This design comes from an exercise in tuning for small area and a short achievable clock period on the open sky130 flow, not from production work.
In this exercise RTL edits were held to simulation tests only and were not proved equivalent to the original.
Power is estimated from default activity; no workload was simulated.

Setup of alpha:
==> module executeStage, before the edit <==
module executeStage (
  input  logic              clk,
  input  logic              reset,
  input  cpu_pkg::cpuWord   execOpA,
  input  cpu_pkg::cpuWord   execOpBN,
  input  logic              execGen0,
  input  logic              execCarryIn,
  input  logic              execArith,
  input  logic              execAnd,
  input  logic              execOr,
  input  cpu_pkg::cpuWord   execStoreValue,
  input  cpu_pkg::regIndex  execDestReg,
  input  logic              execWritesReg,
  input  logic              execIsLoad,
  input  logic              execIsStore,
  output cpu_pkg::cpuWord   dataAddr,
  output cpu_pkg::cpuWord   storeData,
  output logic              storeEnable,
  input  cpu_pkg::cpuWord   loadData,
  output logic              wbEnable,
  output cpu_pkg::regIndex  wbReg,
  output cpu_pkg::cpuWord   wbData
);
  localparam int W = 32;
  cpu_pkg::cpuWord gen;
  cpu_pkg::cpuWord prop;
  cpu_pkg::cpuWord half;
  cpu_pkg::cpuWord carry;
  cpu_pkg::cpuWord aluResult;
  logic [W-1:0] pg [0:5];
  logic [W-1:0] pp [0:5];
  cpu_pkg::cpuWord memResult;
  cpu_pkg::cpuWord memStoreValue;
  cpu_pkg::regIndex memDest;
  logic memStore;
  logic memLoad;
  logic memWrites;
  for (genvar i = 0; i < W; i++) begin : pgen
    if (i == 0) begin : g0
      assign gen[i] = !execGen0;
    end else begin : gi
      rfNand3b g (.aN (execOpBN[i]), .b (execOpA[i]), .c (execArith), .y (gen[i]));
    end
    rfNor2b p (.a (execOpA[i]), .bN (execOpBN[i]), .y (prop[i]));
    assign half[i] = execAnd ? (execOpA[i] & (!execOpBN[i] & execAnd))
                   : execOr  ? (execOpA[i] | (!execOpBN[i] & execOr))
                   : (execOpA[i] ^ !execOpBN[i]);
  end
  assign pg[0] = gen;
  assign pp[0] = prop;
  for (genvar l = 0; l < 5; l++) begin : lvl
    for (genvar i = 0; i < W; i++) begin : b
      if (i >= (1 << l)) begin : node
        if (l % 2 == 1) begin : ninv
          rfAoi21 g (.a (pp[l][i]), .b (pg[l][i - (1 << l)]), .c (pg[l][i]), .y (pg[l+1][i]));
          rfNand2 p (.a (pp[l][i]), .b (pp[l][i - (1 << l)]), .y (pp[l+1][i]));
        end else begin : ntru
          rfOai21 g (.a (pp[l][i]), .b (pg[l][i - (1 << l)]), .c (pg[l][i]), .y (pg[l+1][i]));
          rfNor2  p (.a (pp[l][i]), .b (pp[l][i - (1 << l)]), .y (pp[l+1][i]));
        end
      end else begin : pass
        assign pg[l+1][i] = ~pg[l][i];
        assign pp[l+1][i] = ~pp[l][i];
      end
    end
  end
  assign carry[0] = execCarryIn;
  assign carry[W-1:1] = pg[5][W-2:0];
  for (genvar i = 0; i < W; i++) begin : sum
    rfXor2 x (.a (half[i]), .b (carry[i]), .y (aluResult[i]));
  end
  always_ff @(posedge clk) begin
    memResult     <= aluResult;
    memStoreValue <= execStoreValue;
    memDest       <= execDestReg;
    memLoad       <= execIsLoad;
    if (reset) begin
      memStore  <= 1'b0;
      memWrites <= 1'b0;
    end else begin
      memStore  <= execIsStore;
      memWrites <= execWritesReg;
    end
  end
  assign dataAddr    = memResult;
  assign storeData   = memStoreValue;
  assign storeEnable = memStore;
  assign wbEnable = memWrites;
  assign wbReg    = memDest;
  assign wbData   = memLoad ? loadData : memResult;
endmodule
Settings: LEC_CHECK=0, CAP_MARGIN=20, CORE_MARGIN=2, CORE_UTILIZATION=60, CTS_CLUSTER_DIAMETER=100, CTS_CLUSTER_SIZE=20, PLACE_DENSITY=0.75, SETUP_SLACK_MARGIN=2.5, SLEW_MARGIN=20, SYNTH_HIERARCHICAL=1; clock period 4.5 ns.
run.sh (not shown) runs the stock make flow with config.mk's settings and CLKGATE_MAP_FILE= SYNTH_SCRIPT=/design/flow/synth_recipe.tcl, a recipe that flattens the netlist after the stock synthesis.
Input-level comparison between delta and alpha:
diff --git a/flow/design.v b/flow/design.v
--- a/flow/design.v
+++ b/flow/design.v
@@ -316,6 +316,6 @@
   cpu_pkg::cpuWord carry;
   cpu_pkg::cpuWord aluResult;
-  logic [W-1:0] pg [0:5];
-  logic [W-1:0] pp [0:5];
+  logic [W-1:0] pg [0:6];
+  logic [W-1:0] pp [0:6];
   cpu_pkg::cpuWord memResult;
   cpu_pkg::cpuWord memStoreValue;
@@ -337,13 +337,26 @@
   assign pg[0] = gen;
   assign pp[0] = prop;
-  for (genvar l = 0; l < 5; l++) begin : lvl
+  for (genvar l = 0; l < 6; l++) begin : lvl
     for (genvar i = 0; i < W; i++) begin : b
-      if (i >= (1 << l)) begin : node
+      localparam int D = (l == 0 || l == 5) ? 1 : (1 << l);
+      localparam bit NODE = (l == 0) ? (i % 2 == 1)
+                          : (l == 5) ? (i % 2 == 0 && i >= 2)
+                          : (i % 2 == 1 && i > D);
+      localparam bit NEEDP = (l < 4) && (i % 2 == 1) && (i > (1 << (l + 1)));
+      if (NODE) begin : node
         if (l % 2 == 1) begin : ninv
-          rfAoi21 g (.a (pp[l][i]), .b (pg[l][i - (1 << l)]), .c (pg[l][i]), .y (pg[l+1][i]));
-          rfNand2 p (.a (pp[l][i]), .b (pp[l][i - (1 << l)]), .y (pp[l+1][i]));
+          rfAoi21 g (.a (pp[l][i]), .b (pg[l][i - D]), .c (pg[l][i]), .y (pg[l+1][i]));
+          if (NEEDP) begin : p
+            rfNand2 p (.a (pp[l][i]), .b (pp[l][i - D]), .y (pp[l+1][i]));
+          end else begin : nop
+            assign pp[l+1][i] = 1'b0;
+          end
         end else begin : ntru
-          rfOai21 g (.a (pp[l][i]), .b (pg[l][i - (1 << l)]), .c (pg[l][i]), .y (pg[l+1][i]));
-          rfNor2  p (.a (pp[l][i]), .b (pp[l][i - (1 << l)]), .y (pp[l+1][i]));
+          rfOai21 g (.a (pp[l][i]), .b (pg[l][i - D]), .c (pg[l][i]), .y (pg[l+1][i]));
+          if (NEEDP) begin : p
+            rfNor2 p (.a (pp[l][i]), .b (pp[l][i - D]), .y (pp[l+1][i]));
+          end else begin : nop
+            assign pp[l+1][i] = 1'b0;
+          end
         end
       end else begin : pass
@@ -354,5 +367,5 @@
   end
   assign carry[0] = execCarryIn;
-  assign carry[W-1:1] = pg[5][W-2:0];
+  assign carry[W-1:1] = ~pg[6][W-2:0];
   for (genvar i = 0; i < W; i++) begin : sum
     rfXor2 x (.a (half[i]), .b (carry[i]), .y (aluResult[i]));
Results
- alpha ended with every stage complete and zero timing, DRC or antenna violations.
- delta ended with every stage complete and zero timing, DRC or antenna violations.
- The XOR/XNOR share of the synthesized area was comparable across delta and alpha.
- delta ends up with lower post-detailed-placement half-perimeter wirelength than alpha does.
- For area share of buffers outside the clock network, delta and alpha come out practically identical.
- delta vs alpha — cell area after technology mapping dropped slightly
- Of the two values seen for worst setup path category, reg -> out was produced by alpha and reg -> reg by delta.
- Sequential share of layout area in delta vs alpha: up 0.56 points
- Clock network fraction of total power: delta vs alpha down 0.2 points
- Diff delta and alpha: share of the clock period used by the worst path after layout lower in alpha

==> what the ideal ports hide <==
In the flow no input, the clock included, has a driving cell. The finished layouts below were timed again as built, in two steps. Step 1 sets driving cells, clkbuf_16 on the clock port and buf_2 on the other inputs (assumed; they add their load-dependent delay and slew). Step 2, shift: input delay + t, output delay - t, t = (earliest + latest rising clock arrival at the registers) / 2. This alone moves slack from input paths to output paths. Three values: ideal, step 1, step 2; two values: the first two.
| run | shift t [ns] | slack for setup (ns) | worst hold slack (ns) | worst setup path at the end |
|---|---|---|---|---|
| alpha | 0.724 | 2.416 / 2.347 / 1.896 | 0.326 / 0.326 / 0.326 | input to register |
| delta | 0.718 | 2.384 / 2.384 / 1.838 | 0.329 / 0.329 / 0.329 | input to register |
After both steps every run listed still meets setup and hold. The setup slack of delta, which loses most, moves by 0.000 ns with the drivers and by -0.546 ns with both steps.
